Source: an optimization exercise on an open RTL-to-GDS flow (aim: small area and a short achievable clock period). Production flows keep margins and buffers that such runs may drop.
Function was checked by simulation only, so behaviour that the tests miss may differ from the original.
Power is estimated from default activity; no workload was simulated.

==> inputs of build 17 <==
## osd_overlay_top
module osd_overlay_top (
    input  logic        clk_video,
    input  logic        rst_n,
    input  logic        cmd_frame,
    input  logic        cmd_valid,
    input  logic [7:0]  cmd_byte,
    input  logic [23:0] video_in,
    input  logic        de_in,
    input  logic        hs_in,
    input  logic        vs_in,
    input  logic [11:0] pixel_x,
    input  logic [11:0] pixel_y,
    output logic [23:0] video_out,
    output logic        de_out,
    output logic        hs_out,
    output logic        vs_out,
    output logic [31:0] status,
    output logic [15:0] joystick_0,
    output logic [15:0] joystick_1
);
==> module osd_char_buffer, before the edit <==
module osd_char_buffer (
    input  logic                      clk_video,
    input  logic                      rst_n,
    input  osd_pkg::buf_wr_t          buf_in,
    input  osd_pkg::buf_wr_t          buf_wr,
    output logic [2:0]                count,
    input  logic [7:0]                oh_lp,
    input  logic [7:0]                oh_bit,
    output logic [63:0]               cand
);
    localparam int aw = osd_pkg::buf_addr_width;
    logic [2:0] cnt;
    always_ff @(posedge clk_video) begin
        cnt <= cnt + 3'd1;
    end
    assign count = cnt;
    logic          t1_en;
    logic          t2_en;
    logic [aw-1:0] t1_addr;
    logic [aw-1:0] t2_addr;
    logic [7:0]    t1_data;
    logic [7:0]    t2_data;
    always_ff @(posedge clk_video or negedge rst_n) begin
        if (!rst_n) begin
            t1_en <= 1'b0;
            t2_en <= 1'b0;
        end else begin
            t1_en <= buf_wr.en;
            t2_en <= t1_en;
        end
    end
    always_ff @(posedge clk_video) begin
        t1_addr <= buf_wr.addr;
        t1_data <= buf_wr.data;
        t2_addr <= t1_addr;
        t2_data <= t1_data;
    end
    logic [2:0] cnt_next;
    logic [1:0] s_due;
    logic       inv_due;
    assign cnt_next = cnt + 3'd1;
    assign s_due    = ~cnt_next[1:0];
    assign inv_due  = ~cnt_next[2] ^ (cnt_next[1:0] == 2'b11);
    logic       hit_in;
    logic       hit_0;
    logic       hit_1;
    logic       hit_2;
    logic       to_b;
    assign hit_in = buf_in.en && (buf_in.addr[1:0] == s_due);
    assign hit_0  = buf_wr.en && (buf_wr.addr[1:0] == s_due);
    assign hit_1  = t1_en && (t1_addr[1:0] == s_due);
    assign hit_2  = t2_en && (t2_addr[1:0] == s_due);
    assign to_b   = hit_in && (buf_in.addr[4:2] == 3'd0);
    logic          nx_en;
    logic [aw-1:0] nx_addr;
    logic [7:0]    nx_data;
    always_comb begin
        nx_en   = (hit_in && !to_b) || hit_0 || hit_1 || hit_2;
        nx_addr = ({aw{hit_in && !to_b}} & buf_in.addr)
                | ({aw{hit_0}} & buf_wr.addr)
                | ({aw{hit_1}} & t1_addr)
                | ({aw{hit_2}} & t2_addr);
        nx_data = ({8{hit_in && !to_b}} & buf_in.data)
                | ({8{hit_0}} & buf_wr.data)
                | ({8{hit_1}} & t1_data)
                | ({8{hit_2}} & t2_data);
    end
    logic [15:0] a_row;
    logic [7:0]  a_grp;
    logic [7:0]  a_data;
    logic [15:0] b_row;
    logic [7:0]  b_data;
    always_ff @(posedge clk_video) begin
        a_row  <= nx_en ? (16'd1 << nx_addr[8:5]) : 16'd0;
        b_row  <= to_b ? (16'd1 << buf_in.addr[8:5]) : 16'd0;
        a_grp  <= 8'd1 << nx_addr[4:2];
        a_data <= nx_data ^ {8{inv_due}};
        b_data <= buf_in.data ^ {8{inv_due}};
    end
    logic [4095:0] st;
    genvar r, j;
    generate
        for (r = 0; r < 16; r++) begin : g_row
            for (j = 0; j < 8; j++) begin : g_grp
                logic [31:0] lp;
                logic        ld_a;
                assign ld_a = a_row[r] & a_grp[j];
                if (j == 0) begin : g_b
                    always_ff @(posedge clk_video) begin
                        lp[31:8] <= lp[23:0];
                        if (b_row[r])
                            lp[7:0] <= ~b_data;
                        else if (ld_a)
                            lp[7:0] <= ~a_data;
                        else
                            lp[7:0] <= ~lp[31:24];
                    end
                end else begin : g_a
                    always_ff @(posedge clk_video) begin
                        lp[31:8] <= lp[23:0];
                        if (ld_a)
                            lp[7:0] <= ~a_data;
                        else
                            lp[7:0] <= ~lp[31:24];
                    end
                end
                assign st[(r * 8 + j) * 32 +: 32] = lp;
            end
        end
    endgenerate
    genvar g;
    generate
        for (g = 0; g < 64; g++) begin : g_cand
            logic [7:0] part;
            for (genvar l = 0; l < 8; l++) begin : g_lp
                assign part[l] = oh_lp[l] & |(oh_bit & st[g * 64 + l * 8 +: 8]);
            end
            always_ff @(posedge clk_video) begin
                cand[g] <= |part;
            end
        end
    endgenerate
endmodule
==> module osd_video_mixer, before the edit <==
module osd_video_mixer (
    input  logic       clk_video,
    input  logic       rst_n,
    input  osd_pkg::video_bus_t video_in,
    input  logic       osd_visible,
    input  logic       osd_dark,
    input  logic       osd_inv,
    input  logic       osd_bit,
    output osd_pkg::video_bus_t video_out
);
    osd_pkg::video_bus_t video_d1;
    osd_pkg::video_bus_t video_d2;
    logic [23:0] dim_rgb;
    logic [23:0] rgb_bit1;
    logic [23:0] rgb_bit0;
    logic [1:0] warm;
    always_ff @(posedge clk_video or negedge rst_n) begin
        if (!rst_n) begin
            warm <= 2'b00;
        end else begin
            warm <= {warm[0], 1'b1};
        end
    end
    always_ff @(posedge clk_video) begin
        video_d1 <= video_in;
        video_d2 <= video_d1;
    end
    assign dim_rgb = {1'b0, video_d2.rgb[23:17],
                      1'b0, video_d2.rgb[15:9],
                      1'b0, video_d2.rgb[7:1]};
    always_comb begin
        if (!osd_visible) begin
            rgb_bit1 = video_d2.rgb;
            rgb_bit0 = video_d2.rgb;
        end else if (osd_dark) begin
            rgb_bit1 = dim_rgb;
            rgb_bit0 = dim_rgb;
        end else if (osd_inv) begin
            rgb_bit1 = dim_rgb;
            rgb_bit0 = osd_pkg::osd_fg_color;
        end else begin
            rgb_bit1 = osd_pkg::osd_fg_color;
            rgb_bit0 = dim_rgb;
        end
    end
    always_ff @(posedge clk_video or negedge rst_n) begin
        if (!rst_n) begin
            video_out <= osd_pkg::video_reset;
        end else if (!warm[1]) begin
            video_out <= osd_pkg::video_reset;
        end else begin
            video_out.de <= video_d2.de;
            video_out.hs <= video_d2.hs;
            video_out.vs <= video_d2.vs;
            video_out.rgb <= osd_bit ? rgb_bit1 : rgb_bit0;
        end
    end
endmodule
clock: 7.0 ns
lec_check: 0
cap_margin: 20
core_margin: 2
core_utilization: 55
cts_cluster_diameter: 80
cts_cluster_size: 28
setup_slack_margin: 4.5
slew_margin: 20
run.sh (not shown) runs the stock make flow with config.mk's settings and CLKGATE_MAP_FILE= SYNTH_SCRIPT=/design/flow/synth_recipe.tcl, a recipe that flattens the netlist after the stock synthesis.
==> trial 72: changes against build 17 <==
--- a/flow/design.v
+++ b/flow/design.v
@@ -226,15 +226,19 @@
     logic [15:0] a_row;
     logic [7:0]  a_grp;
     logic [7:0]  a_data;
+    logic        b_en;
+    logic        b_inv;
     logic [15:0] b_row;
     logic [7:0]  b_data;
     always_ff @(posedge clk_video) begin
         a_row  <= nx_en ? (16'd1 << nx_addr[8:5]) : 16'd0;
-        b_row  <= to_b ? (16'd1 << buf_in.addr[8:5]) : 16'd0;
+        b_en   <= to_b;
+        b_inv  <= inv_due;
         a_grp  <= 8'd1 << nx_addr[4:2];
         a_data <= nx_data ^ {8{inv_due}};
-        b_data <= buf_in.data ^ {8{inv_due}};
     end
+    assign b_row  = b_en ? (16'd1 << buf_wr.addr[8:5]) : 16'd0;
+    assign b_data = buf_wr.data ^ {8{b_inv}};
     logic [4095:0] st;
     genvar r, j;
     generate
@@ -384,18 +388,29 @@
             rgb_bit0 = dim_rgb;
         end
     end
+    logic [23:0] rgb_q;
+    logic        de_q;
+    logic        hs_n_q;
+    logic        vs_n_q;
     always_ff @(posedge clk_video or negedge rst_n) begin
         if (!rst_n) begin
-            video_out <= osd_pkg::video_reset;
+            rgb_q  <= 24'd0;
+            de_q   <= 1'b0;
+            hs_n_q <= 1'b0;
+            vs_n_q <= 1'b0;
         end else if (!warm[1]) begin
-            video_out <= osd_pkg::video_reset;
+            rgb_q  <= 24'd0;
+            de_q   <= 1'b0;
+            hs_n_q <= 1'b0;
+            vs_n_q <= 1'b0;
         end else begin
-            video_out.de <= video_d2.de;
-            video_out.hs <= video_d2.hs;
-            video_out.vs <= video_d2.vs;
-            video_out.rgb <= osd_bit ? rgb_bit1 : rgb_bit0;
+            de_q   <= video_d2.de;
+            hs_n_q <= ~video_d2.hs;
+            vs_n_q <= ~video_d2.vs;
+            rgb_q  <= osd_bit ? rgb_bit1 : rgb_bit0;
         end
     end
+    assign video_out = {rgb_q, de_q, ~hs_n_q, ~vs_n_q};
 endmodule
 `timescale 1ns/1ps
 module osd_overlay_top (
- CORE_UTILIZATION: 55 -> 70
- CTS_CLUSTER_DIAMETER: 80 -> 70
- CTS_CLUSTER_SIZE: 28 -> 30
- SETUP_SLACK_MARGIN: 4.5 -> 4.8
==> comparison <==
- Trial 72 completed with no timing, DRC or antenna violations. Build 17 went through all stages and came out clean.
- Global-route usage: trial 72 is higher than build 17 (7.5 points).
- First-iteration DRC count: build 17 is lower than trial 72 (about 23%).
- Routed wire length: build 17 is larger than trial 72 (1.6%).
- Of build 17 and trial 72, trial 72 has the higher non-clock buffer count (gap 49).
- In build 17 the sequential cell count is higher than in trial 72, by 22.
==> figures <==
| item | build 17 | trial 72 |
|---|---|---|
| Final setup slack of the worst path | 4.08 ns | 4.16 ns |
| Number of tap instances | 3150 | 2464 |
| Setup Skew | 0.0397 ns | 0.0331 ns |
| Footprint of the multi-input gates | 36700 um2 | 36800 um2 |
| Mean cell area of the mapped netlist | 12.8 um2 | 12.8 um2 |
| Global-route wire length before repair | 552000 um | 536000 um |
| Met2 usage in global routing | 0.487 | 0.582 |
| Proportion of power drawn by flip-flops and latches | 0.649 | 0.652 |
| Nets | 9947 | 9925 |
| Capture point of the worst reg-to-reg path | osd_video_mixer_inst.video_out[4] | osd_video_mixer_inst.rgb_q[9] |
| Run status | finished clean | finished clean |

==> run a <==
==> flow/design.v <==
package osd_pkg;
    localparam logic [7:0] cmd_osd_disable = 8'h40;
    localparam logic [7:0] cmd_osd_enable  = 8'h41;
    localparam logic [7:0] cmd_joystick_0  = 8'h02;
    localparam logic [7:0] cmd_joystick_1  = 8'h03;
    localparam logic [7:0] cmd_status      = 8'h1E;
    localparam logic [3:0] cmd_line_class  = 4'h2;
    localparam int osd_cols   = 32;
    localparam int osd_rows   = 16;
    localparam int glyph_size = 8;
    localparam logic [11:0] osd_width  = 12'(osd_cols * glyph_size);
    localparam logic [11:0] osd_height = 12'(osd_rows * glyph_size);
    localparam logic [11:0] osd_x_offset = 12'd384;
    localparam logic [11:0] osd_y_offset = 12'd320;
    localparam int buf_addr_width = 9;
    localparam int buf_depth      = osd_cols * osd_rows;
    localparam logic [23:0] osd_fg_color = 24'h00FFFF;
    typedef union packed {
        logic [7:0] opcode;
        struct packed {
            logic [3:0] line_class;
            logic [3:0] line_num;
        } line;
    } cmd_word_u;
    typedef struct packed {
        logic [23:0] rgb;
        logic        de;
        logic        hs;
        logic        vs;
    } video_bus_t;
    localparam video_bus_t video_reset = {24'd0, 1'b0, 1'b1, 1'b1};
    typedef struct packed {
        logic                      en;
        logic [buf_addr_width-1:0] addr;
        logic [7:0]                data;
    } buf_wr_t;
    typedef enum logic [3:0] {
        idle,
        line_data,
        joy0_lo,
        joy0_hi,
        joy1_lo,
        joy1_hi,
        status_0,
        status_1,
        status_2,
        status_3
    } decode_state_t;
endpackage
`timescale 1ns/1ps
module osd_cmd_decoder (
    input  logic          clk_video,
    input  logic          rst_n,
    input  logic          cmd_frame,
    input  logic          cmd_valid,
    input  osd_pkg::cmd_word_u     cmd_byte,
    output osd_pkg::buf_wr_t       buf_wr,
    output logic          osd_enable,
    output logic [31:0]   status,
    output logic [15:0]   joystick_0,
    output logic [15:0]   joystick_1
);
    logic take;
    osd_pkg::decode_state_t state;
    logic [3:0]    line_num;
    logic [4:0]    char_cnt;
    logic                      wr_en;
    logic [osd_pkg::buf_addr_width-1:0] wr_addr;
    logic [7:0]                wr_data;
    assign take = cmd_valid & cmd_frame;
    always_ff @(posedge clk_video or negedge rst_n) begin
        if (!rst_n) begin
            state      <= osd_pkg::idle;
            line_num   <= 4'd0;
            char_cnt   <= 5'd0;
            wr_en      <= 1'b0;
            osd_enable <= 1'b0;
            status     <= 32'd0;
            joystick_0 <= 16'd0;
            joystick_1 <= 16'd0;
        end else begin
            wr_en <= 1'b0;
            if (take) begin
                case (state)
                    osd_pkg::idle: begin
                        case (cmd_byte.opcode)
                            osd_pkg::cmd_osd_disable: osd_enable <= 1'b0;
                            osd_pkg::cmd_osd_enable:  osd_enable <= 1'b1;
                            osd_pkg::cmd_joystick_0:  state <= osd_pkg::joy0_lo;
                            osd_pkg::cmd_joystick_1:  state <= osd_pkg::joy1_lo;
                            osd_pkg::cmd_status:      state <= osd_pkg::status_0;
                            default: begin
                                if (cmd_byte.line.line_class == osd_pkg::cmd_line_class) begin
                                    line_num <= cmd_byte.line.line_num;
                                    char_cnt <= 5'd0;
                                    state    <= osd_pkg::line_data;
                                end
                            end
                        endcase
                    end
                    osd_pkg::line_data: begin
                        wr_en    <= 1'b1;
                        char_cnt <= char_cnt + 5'd1;
                        if (char_cnt == 5'd31) begin
                            state <= osd_pkg::idle;
                        end
                    end
                    osd_pkg::joy0_lo: begin
                        joystick_0[7:0] <= cmd_byte.opcode;
                        state           <= osd_pkg::joy0_hi;
                    end
                    osd_pkg::joy0_hi: begin
                        joystick_0[15:8] <= cmd_byte.opcode;
                        state            <= osd_pkg::idle;
                    end
                    osd_pkg::joy1_lo: begin
                        joystick_1[7:0] <= cmd_byte.opcode;
                        state           <= osd_pkg::joy1_hi;
                    end
                    osd_pkg::joy1_hi: begin
                        joystick_1[15:8] <= cmd_byte.opcode;
                        state            <= osd_pkg::idle;
                    end
                    osd_pkg::status_0: begin
                        status[7:0] <= cmd_byte.opcode;
                        state       <= osd_pkg::status_1;
                    end
                    osd_pkg::status_1: begin
                        status[15:8] <= cmd_byte.opcode;
                        state        <= osd_pkg::status_2;
                    end
                    osd_pkg::status_2: begin
                        status[23:16] <= cmd_byte.opcode;
                        state         <= osd_pkg::status_3;
                    end
                    osd_pkg::status_3: begin
                        status[31:24] <= cmd_byte.opcode;
                        state         <= osd_pkg::idle;
                    end
                    default: state <= osd_pkg::idle;
                endcase
            end
            if (!cmd_frame) begin
                state <= osd_pkg::idle;
            end
        end
    end
    always_ff @(posedge clk_video) begin
        if (take && state == osd_pkg::line_data) begin
            wr_addr <= {line_num, char_cnt};
            wr_data <= cmd_byte.opcode;
        end
    end
    assign buf_wr = {wr_en, wr_addr, wr_data};
endmodule
`timescale 1ns/1ps
module osd_char_buffer (
    input  logic                      clk_video,
    input  logic                      rst_n,
    input  osd_pkg::buf_wr_t          buf_wr,
    output logic [1:0]                phase,
    input  logic [5:0]                sel_a,
    output logic [63:0]               cand
);
    localparam int aw = osd_pkg::buf_addr_width;
    logic [1:0] ph;
    always_ff @(posedge clk_video) begin
        ph <= ph + 2'd1;
    end
    assign phase = ph;
    logic [3:0]    t_en;
    logic [aw-1:0] t_addr [4];
    logic [7:0]    t_data [4];
    assign t_en[0]   = buf_wr.en;
    assign t_addr[0] = buf_wr.addr;
    assign t_data[0] = buf_wr.data;
    always_ff @(posedge clk_video or negedge rst_n) begin
        if (!rst_n) begin
            t_en[3:1] <= 3'b000;
        end else begin
            t_en[3:1] <= t_en[2:0];
        end
    end
    always_ff @(posedge clk_video) begin
        for (int i = 1; i < 4; i++) begin
            t_addr[i] <= t_addr[i-1];
            t_data[i] <= t_data[i-1];
        end
    end
    logic [1:0] s_ins;
    assign s_ins = ~ph;
    logic [3:0] hit;
    logic       use_b;
    logic [3:0] hit_a;
    always_comb begin
        for (int i = 0; i < 4; i++) begin
            hit[i] = t_en[i] && (t_addr[i][1:0] == s_ins);
        end
    end
    assign use_b = hit[0] && (t_addr[0][4:0] == 5'd0);
    assign hit_a = {hit[3:1], hit[0] & ~use_b};
    logic          a_en;
    logic [aw-1:0] a_addr;
    logic [7:0]    a_data;
    always_comb begin
        a_en   = |hit_a;
        a_addr = '0;
        a_data = '0;
        for (int i = 0; i < 4; i++) begin
            a_addr = a_addr | ({aw{hit_a[i]}} & t_addr[i]);
            a_data = a_data | ({8{hit_a[i]}} & t_data[i]);
        end
    end
    logic [4095:0] st;
    genvar r, j;
    generate
        for (r = 0; r < 16; r++) begin : g_row
            for (j = 0; j < 8; j++) begin : g_grp
                logic [31:0] lp;
                logic        ld_a;
                logic        ld_b;
                assign ld_a = a_en && (a_addr[8:2] == 7'(r * 8 + j));
                if (j == 0) begin : g_b
                    assign ld_b = use_b && (t_addr[0][8:5] == 4'(r));
                end else begin : g_nb
                    assign ld_b = 1'b0;
                end
                always_ff @(posedge clk_video) begin
                    lp[31:8] <= lp[23:0];
                    if (ld_b)
                        lp[7:0] <= t_data[0];
                    else if (ld_a)
                        lp[7:0] <= a_data;
                    else
                        lp[7:0] <= lp[31:24];
                end
                assign st[(r * 8 + j) * 32 +: 32] = lp;
            end
        end
    endgenerate
    genvar g;
    generate
        for (g = 0; g < 64; g++) begin : g_cand
            logic [63:0] blk;
            assign blk = st[g * 64 +: 64];
            always_ff @(posedge clk_video) begin
                cand[g] <= blk[sel_a];
            end
        end
    endgenerate
endmodule
`timescale 1ns/1ps
module osd_glyph_renderer (
    input  logic        clk_video,
    input  logic        rst_n,
    input  logic        osd_enable,
    input  logic [11:0] pixel_x,
    input  logic [11:0] pixel_y,
    input  logic [1:0]  phase,
    output logic [5:0]  sel_a,
    input  logic [63:0] cand,
    output logic        osd_visible,
    output logic        osd_pixel
);
    logic       in_window;
    logic [1:0] pos;
    logic [1:0] ph_next;
    assign in_window = osd_enable
                     && (pixel_x[11:10] == 2'b00)
                     && ((pixel_x[9:7] == 3'b011) || (pixel_x[9:7] == 3'b100))
                     && (pixel_y[11:9] == 3'b000)
                     && ((pixel_y[8:6] == 3'b101) || (pixel_y[8:6] == 3'b110));
    assign ph_next = phase + 2'd1;
    assign pos     = pixel_x[4:3] + ph_next;
    logic       s1_visible;
    logic       s1_row7;
    logic [5:0] s1_sel_b;
    always_ff @(posedge clk_video or negedge rst_n) begin
        if (!rst_n) begin
            s1_visible <= 1'b0;
        end else begin
            s1_visible <= in_window;
        end
    end
    always_ff @(posedge clk_video) begin
        s1_row7  <= (pixel_y[2:0] == 3'd7);
        s1_sel_b <= {~pixel_y[6], pixel_y[5:3], ~pixel_x[7], pixel_x[6]};
        sel_a    <= {pixel_x[5], pos, ~pixel_x[2:0]};
    end
    logic       s2_visible;
    logic       s2_row7;
    logic [5:0] s2_sel_b;
    always_ff @(posedge clk_video or negedge rst_n) begin
        if (!rst_n) begin
            s2_visible <= 1'b0;
        end else begin
            s2_visible <= s1_visible;
        end
    end
    always_ff @(posedge clk_video) begin
        s2_row7  <= s1_row7;
        s2_sel_b <= s1_sel_b;
    end
    assign osd_visible = s2_visible;
    assign osd_pixel   = !s2_row7 && cand[s2_sel_b];
endmodule
`timescale 1ns/1ps
module osd_video_mixer (
    input  logic       clk_video,
    input  logic       rst_n,
    input  osd_pkg::video_bus_t video_in,
    input  logic       osd_visible,
    input  logic       osd_pixel,
    output osd_pkg::video_bus_t video_out
);
    osd_pkg::video_bus_t video_d1;
    osd_pkg::video_bus_t video_d2;
    logic [23:0] dim_rgb;
    always_ff @(posedge clk_video or negedge rst_n) begin
        if (!rst_n) begin
            video_d1 <= osd_pkg::video_reset;
            video_d2 <= osd_pkg::video_reset;
        end else begin
            video_d1 <= video_in;
            video_d2 <= video_d1;
        end
    end
    assign dim_rgb = {1'b0, video_d2.rgb[23:17],
                      1'b0, video_d2.rgb[15:9],
                      1'b0, video_d2.rgb[7:1]};
    always_ff @(posedge clk_video or negedge rst_n) begin
        if (!rst_n) begin
            video_out <= osd_pkg::video_reset;
        end else begin
            video_out.de <= video_d2.de;
            video_out.hs <= video_d2.hs;
            video_out.vs <= video_d2.vs;
            if (osd_visible && osd_pixel) begin
                video_out.rgb <= osd_pkg::osd_fg_color;
            end else if (osd_visible) begin
                video_out.rgb <= dim_rgb;
            end else begin
                video_out.rgb <= video_d2.rgb;
            end
        end
    end
endmodule
`timescale 1ns/1ps
module osd_overlay_top (
    input  logic        clk_video,
    input  logic        rst_n,
    input  logic        cmd_frame,
    input  logic        cmd_valid,
    input  logic [7:0]  cmd_byte,
    input  logic [23:0] video_in,
    input  logic        de_in,
    input  logic        hs_in,
    input  logic        vs_in,
    input  logic [11:0] pixel_x,
    input  logic [11:0] pixel_y,
    output logic [23:0] video_out,
    output logic        de_out,
    output logic        hs_out,
    output logic        vs_out,
    output logic [31:0] status,
    output logic [15:0] joystick_0,
    output logic [15:0] joystick_1
);
    osd_pkg::cmd_word_u                 cmd_word;
    osd_pkg::buf_wr_t                   buf_wr;
    logic                      osd_enable;
    logic [1:0]                phase;
    logic [5:0]                sel_a;
    logic [63:0]               cand;
    logic                      osd_visible;
    logic                      osd_pixel;
    osd_pkg::video_bus_t                video_bus_in;
    osd_pkg::video_bus_t                video_bus_out;
    assign cmd_word     = cmd_byte;
    assign video_bus_in = {video_in, de_in, hs_in, vs_in};
    assign video_out = video_bus_out.rgb;
    assign de_out    = video_bus_out.de;
    assign hs_out    = video_bus_out.hs;
    assign vs_out    = video_bus_out.vs;
    osd_cmd_decoder osd_cmd_decoder_inst (
        .clk_video  (clk_video),
        .rst_n      (rst_n),
        .cmd_frame  (cmd_frame),
        .cmd_valid  (cmd_valid),
        .cmd_byte   (cmd_word),
        .buf_wr     (buf_wr),
        .osd_enable (osd_enable),
        .status     (status),
        .joystick_0 (joystick_0),
        .joystick_1 (joystick_1)
    );
    osd_char_buffer osd_char_buffer_inst (
        .clk_video (clk_video),
        .rst_n     (rst_n),
        .buf_wr    (buf_wr),
        .phase     (phase),
        .sel_a     (sel_a),
        .cand      (cand)
    );
    osd_glyph_renderer osd_glyph_renderer_inst (
        .clk_video   (clk_video),
        .rst_n       (rst_n),
        .osd_enable  (osd_enable),
        .pixel_x     (pixel_x),
        .pixel_y     (pixel_y),
        .phase       (phase),
        .sel_a       (sel_a),
        .cand        (cand),
        .osd_visible (osd_visible),
        .osd_pixel   (osd_pixel)
    );
    osd_video_mixer osd_video_mixer_inst (
        .clk_video   (clk_video),
        .rst_n       (rst_n),
        .video_in    (video_bus_in),
        .osd_visible (osd_visible),
        .osd_pixel   (osd_pixel),
        .video_out   (video_bus_out)
    );
endmodule
==> flow/run.sh <==
#!/bin/bash
# synth_recipe.tcl (not shown) runs the flow's synth.tcl, then flattens the netlist and writes it again
# the make line also repeats each setting of config.mk as NAME=value (left out here)
make -C /OpenROAD-flow-scripts/flow DESIGN_CONFIG=/design/flow/config.mk WORK_HOME=/design/flow/orfs CLKGATE_MAP_FILE= SYNTH_SCRIPT=/design/flow/synth_recipe.tcl finish
==> flow/config.mk <==
export PLATFORM = sky130hd
export DESIGN_NAME = osd_overlay_top
export DESIGN_NICKNAME = osd_overlay_top
export VERILOG_FILES = /design/flow/design.v
export SDC_FILE = /design/flow/constraint.sdc
export NUM_CORES = 4
export LEC_CHECK = 0
export CAP_MARGIN = 20
export CORE_MARGIN = 2
export CORE_UTILIZATION = 40
export SLEW_MARGIN = 20
==> flow/constraint.sdc <==
create_clock -name core_clock -period 7.0 [get_ports {clk_video}]
set_input_delay 1.4000 -clock core_clock [delete_from_list [all_inputs] [get_ports {clk_video}]]
set_output_delay 1.4000 -clock core_clock [all_outputs]
set_load 0.01 [all_outputs]
==> run b (differences from run a) <==
==> flow/design.v, changed modules only <==
module osd_char_buffer (
    input  logic                      clk_video,
    input  osd_pkg::buf_wr_t                   buf_wr,
    input  logic [osd_pkg::buf_addr_width-1:0] rd_addr,
    output logic [7:0]                rd_data
);
    logic [7:0] mem [osd_pkg::buf_depth];
    always_ff @(posedge clk_video) begin
        if (buf_wr.en) begin
            mem[buf_wr.addr] <= buf_wr.data;
        end
    end
    always_ff @(posedge clk_video) begin
        rd_data <= mem[rd_addr];
    end
endmodule
module osd_glyph_renderer (
    input  logic                      clk_video,
    input  logic                      rst_n,
    input  logic                      osd_enable,
    input  logic [11:0]               pixel_x,
    input  logic [11:0]               pixel_y,
    input  logic [7:0]                rd_data,
    output logic [osd_pkg::buf_addr_width-1:0] rd_addr,
    output logic                      osd_visible,
    output logic                      osd_pixel
);
    logic [11:0] rel_x;
    logic [11:0] rel_y;
    logic        in_window;
    logic        s1_visible;
    logic [2:0]  s1_row;
    logic [2:0]  s1_col;
    logic        lit;
    assign rel_x = pixel_x - osd_pkg::osd_x_offset;
    assign rel_y = pixel_y - osd_pkg::osd_y_offset;
    assign in_window = osd_enable && (rel_x < osd_pkg::osd_width) && (rel_y < osd_pkg::osd_height);
    assign rd_addr = {rel_y[6:3], rel_x[7:3]};
    always_ff @(posedge clk_video or negedge rst_n) begin
        if (!rst_n) begin
            s1_visible <= 1'b0;
        end else begin
            s1_visible <= in_window;
        end
    end
    always_ff @(posedge clk_video) begin
        s1_row <= rel_y[2:0];
        s1_col <= rel_x[2:0];
    end
    assign lit = (s1_row != 3'd7) && rd_data[3'd7 - s1_col];
    always_ff @(posedge clk_video or negedge rst_n) begin
        if (!rst_n) begin
            osd_visible <= 1'b0;
            osd_pixel   <= 1'b0;
        end else begin
            osd_visible <= s1_visible;
            osd_pixel   <= s1_visible & lit;
        end
    end
endmodule
module osd_overlay_top (
    input  logic        clk_video,
    input  logic        rst_n,
    input  logic        cmd_frame,
    input  logic        cmd_valid,
    input  logic [7:0]  cmd_byte,
    input  logic [23:0] video_in,
    input  logic        de_in,
    input  logic        hs_in,
    input  logic        vs_in,
    input  logic [11:0] pixel_x,
    input  logic [11:0] pixel_y,
    output logic [23:0] video_out,
    output logic        de_out,
    output logic        hs_out,
    output logic        vs_out,
    output logic [31:0] status,
    output logic [15:0] joystick_0,
    output logic [15:0] joystick_1
);
    osd_pkg::cmd_word_u                 cmd_word;
    osd_pkg::buf_wr_t                   buf_wr;
    logic                      osd_enable;
    logic [osd_pkg::buf_addr_width-1:0] rd_addr;
    logic [7:0]                rd_data;
    logic                      osd_visible;
    logic                      osd_pixel;
    osd_pkg::video_bus_t                video_bus_in;
    osd_pkg::video_bus_t                video_bus_out;
    assign cmd_word     = cmd_byte;
    assign video_bus_in = {video_in, de_in, hs_in, vs_in};
    assign video_out = video_bus_out.rgb;
    assign de_out    = video_bus_out.de;
    assign hs_out    = video_bus_out.hs;
    assign vs_out    = video_bus_out.vs;
    osd_cmd_decoder osd_cmd_decoder_inst (
        .clk_video  (clk_video),
        .rst_n      (rst_n),
        .cmd_frame  (cmd_frame),
        .cmd_valid  (cmd_valid),
        .cmd_byte   (cmd_word),
        .buf_wr     (buf_wr),
        .osd_enable (osd_enable),
        .status     (status),
        .joystick_0 (joystick_0),
        .joystick_1 (joystick_1)
    );
    osd_char_buffer osd_char_buffer_inst (
        .clk_video (clk_video),
        .buf_wr    (buf_wr),
        .rd_addr   (rd_addr),
        .rd_data   (rd_data)
    );
    osd_glyph_renderer osd_glyph_renderer_inst (
        .clk_video   (clk_video),
        .rst_n       (rst_n),
        .osd_enable  (osd_enable),
        .pixel_x     (pixel_x),
        .pixel_y     (pixel_y),
        .rd_data     (rd_data),
        .rd_addr     (rd_addr),
        .osd_visible (osd_visible),
        .osd_pixel   (osd_pixel)
    );
    osd_video_mixer osd_video_mixer_inst (
        .clk_video   (clk_video),
        .rst_n       (rst_n),
        .video_in    (video_bus_in),
        .osd_visible (osd_visible),
        .osd_pixel   (osd_pixel),
        .video_out   (video_bus_out)
    );
endmodule
==> key figures <==
Status
  – Status: complete, no violations

Pwr
  – Total Power: 50.0 mW
  – Sw Ratio: a little over a fifth

Timing
  – Period utilisation layout: 70.1%
  – Max Clk Rate: slightly above 200 MHz

Final layout
  – Inverters: 26

Worst setup path
  – Buf/Inv on CP: 0
  – Reg2Reg Depth: 7

Global route
  – Met1 GRT Util: 26.1%

Die
  – Tapcells: between 4k and 5k

Placement
  – Dpl cell area: about 140000 um^2
-- figures above: run a

==> key figures <==
Status
  – Status: complete, no violations

Die
  – Tapcells: 5497

Timing
  – Max Clk Rate: between 200 and 250 MHz
  – Period utilisation layout: between 60% and 70%

Final layout
  – Inverters: 18

Global route
  – Met1 GRT Util: about 30%

Pwr
  – Sw Ratio: a little over a fifth
-- figures above: run b

[static timing again, ports no longer ideal]
In the flow no input, the clock included, has a driving cell. The finished layouts below were timed again as built, in two steps. Step 1: set_driving_cell puts a clkbuf_16 on clk_video and a buf_2 on each other input, an assumption about the parent block. Step 2, shift: input delay + t, output delay - t, t = (earliest + latest rising clock arrival at the registers) / 2. This alone moves slack from input paths to output paths. Slacks: ideal / step 1 / step 2; pairs: ideal / step 1.
run	t, ns	slack for setup (ns)	worst register clock-pin slew, ns	worst data-port slew with drivers (ns)	pins driven straight from the clock port
build 17	0.950	4.076 / 3.984 / 3.691	0.11 / 0.11	0.20	1
trial 72	0.974	4.160 / 4.057 / 3.815	0.11 / 0.11	0.09	1
run a	1.024	2.092 / 2.092 / 2.092	0.07 / 0.07	0.07	1
run b	1.062	2.331 / 2.315 / 1.254	0.07 / 0.07	0.29	1
After both steps setup and hold are still met in every run listed. For run b, which loses most, drivers alone change the setup slack by -0.016 ns; drivers and shift together by -1.077 ns.
